From an optimization exercise on the open Yosys and OpenROAD flow, aimed at small area, a short achievable clock period and few clock cycles per item; shortcuts taken in it are not production practice. At most, simulation tests tie the RTL to the original design; equivalence was not proved. Power figures rest on the tool's default switching activity, not on a simulated workload.

// proportional_text_layout_top
module proportional_text_layout_top (
	input  logic                            clk,
	input  logic                            arst_n,
	input  logic                            in_valid,
	output logic                            in_ready,
	input  logic                            in_kind,
	input  logic                            in_first_of_text,
	input  logic [7:0]                      in_char_code,
	input  logic [6:0]                      in_width_slot,
	input  logic [7:0]                      in_width_value,
	output logic                            out_valid,
	input  logic                            out_ready,
	output logic [ptl_pkg::COORD_BITS-1:0] out_glyph_x,
	output logic [ptl_pkg::COORD_BITS-1:0] out_glyph_y,
	output logic [ptl_pkg::GIDX_BITS-1:0]  out_glyph_index,
	input  logic                            cfg_we,
	input  logic [2:0]                      cfg_index,
	input  logic [15:0]                     cfg_data
  ...
clock: 5.0 ns
lec_check: 0
abc_clock_period_in_ps: 2500
cap_margin: 20
core_margin: 2
core_utilization: 55
cts_buf_list: sky130_fd_sc_hd__clkbuf_8
setup_slack_margin: 2.2
slew_margin: 20
run.sh (not shown) runs the stock make flow with config.mk's settings and CLKGATE_MAP_FILE= SYNTH_SCRIPT=/design/flow/synth_recipe.tcl, a recipe that flattens the netlist after the stock synthesis.
Testbench counts at the start, summed over its fixed seeds: cycles 12,032, items 12,000.
==> next run, changes <==
--- a/flow/config.mk
+++ b/flow/config.mk
@@ -10,3 +10,3 @@
 export CORE_MARGIN = 2
-export CORE_UTILIZATION = 55
+export CORE_UTILIZATION = 40
 export CTS_BUF_LIST = sky130_fd_sc_hd__clkbuf_8
- The new run finished clean
- die area climbs by 37%
- final cell count is higher by 7.3%
- final area grows by 1.0%
- clock skew rose by 0.0060 ns
- via count fell by 1.8%
- setup slack gains 0.082 ns
- sequential share of layout area falls by 0.51 points


lane 1:
Another version of the RTL of proportional_text_layout_top (not shown whole).
For scale: about 1000 flip-flops, roughly 90 I/O pins.
export LEC_CHECK = 0
export CAP_MARGIN = 20
export CORE_MARGIN = 2
export CORE_UTILIZATION = 40
export SLEW_MARGIN = 20
create_clock -name core_clock -period 5.0 [get_ports {clk}]
Input changes introduced in lane 2 (baseline for comparison: lane 1):
# lane 1
export LEC_CHECK = 0
export CAP_MARGIN = 20
export CORE_MARGIN = 2
export CORE_UTILIZATION = 40
export SLEW_MARGIN = 20
create_clock -name core_clock -period 5.0 [get_ports {clk}]
# lane 2
export LEC_CHECK = 0
export ABC_CLOCK_PERIOD_IN_PS = 2500
export CAP_MARGIN = 20
export CORE_MARGIN = 2
export CORE_UTILIZATION = 40
export SETUP_SLACK_MARGIN = 2.2
export SLEW_MARGIN = 20
create_clock -name core_clock -period 5.0 [get_ports {clk}]
Findings:
- Taking lane 1 as the reference, in lane 2 wire length moved up; data arrival time of the worst path moved down; power consumed by the clock network moved down.
- Lane 2 against lane 1: global placer's final weighted congestion went up by 0.49%, final core area utilization +4.1 points, final critical-path share of the clock period decreased 13 points, global-route usage now larger, relative contribution of the clock network to total power now sits lower.
- Lane 1 was smaller in final cell area than lane 2.
- Comparing lane 2 and lane 1, the higher relative slew slack was measured on lane 1.
- Across both runs, final layout net count was higher for lane 2 than for lane 1.
No functional check of the RTL was part of any run of this note.


oak:
proportional_text_layout_top, a different RTL version from the one above (not shown whole).
Size: roughly 3,500 cells after synthesis, roughly 1,100 flip-flops, roughly 0.040 mm^2 of cells after synthesis.
export LEC_CHECK = 0
export ABC_CLOCK_PERIOD_IN_PS = 2500
export CAP_MARGIN = 20
export CORE_MARGIN = 2
export CORE_UTILIZATION = 40
export SETUP_SLACK_MARGIN = 2.7
export SLEW_MARGIN = 20
create_clock -name core_clock -period 5.0 [get_ports {clk}]
Testbench counts of oak, summed over its fixed seeds: cycles 12,032, items 12,000.
### oak -> pine
- putting CTS_BUF_LIST at sky130_fd_sc_hd__clkbuf_8 where nothing was set
- swapping 2.7 for 2.2 in SETUP_SLACK_MARGIN
--- outcome ---
Delta (pine minus oak): total iterations of the first detailed-routing run climbed 1; sequential share of layout area increased 1.9 points; areal power density over the cells picked up an extra about 3.4%; wire length per cell dropped 2.0%; pin count of the biggest net entering global routing saw a decrease.
pine gives less wire length on met3 than oak did.
Critical path depth (higher): pine

separate check: timing with driven ports:
Ports are ideal in the flow. The routed layouts listed here were re-timed in OpenROAD. Step 1: set_driving_cell puts a clkbuf_16 on clk and a buf_2 on each other input, an assumption about the parent block. Step 2 times the ports against the registers' clock, not the clock port: input delays grow and output delays shrink by t, the midpoint of the rising clock arrivals with the driver on. Slacks: no drivers / after step 1 / after step 2; pairs: no drivers / after step 1.
run	t, ns	setup slack, ns	worst setup path after step 2	slew at the worst register clock pin (ns)	cell pins on the clock port's net
the first run of note 1	0.916	1.786 / 1.786 / 1.390	input to register	0.07 / 0.07	1
the second run of note 1	0.903	1.867 / 1.867 / 1.432	input to register	0.08 / 0.08	1
lane 1	0.734	0.580 / 0.580 / 0.580	register to register	0.07 / 0.07	1
lane 2	0.761	1.247 / 1.247 / 1.247	register to register	0.07 / 0.07	1
oak	0.781	1.709 / 1.709 / 1.367	input to register	0.07 / 0.07	1
pine	0.919	1.754 / 1.754 / 1.083	input to register	0.07 / 0.07	1
After both steps every run listed still meets setup and hold. The setup slack of pine, which loses most, moves by 0.000 ns with the drivers and by -0.671 ns with both steps.
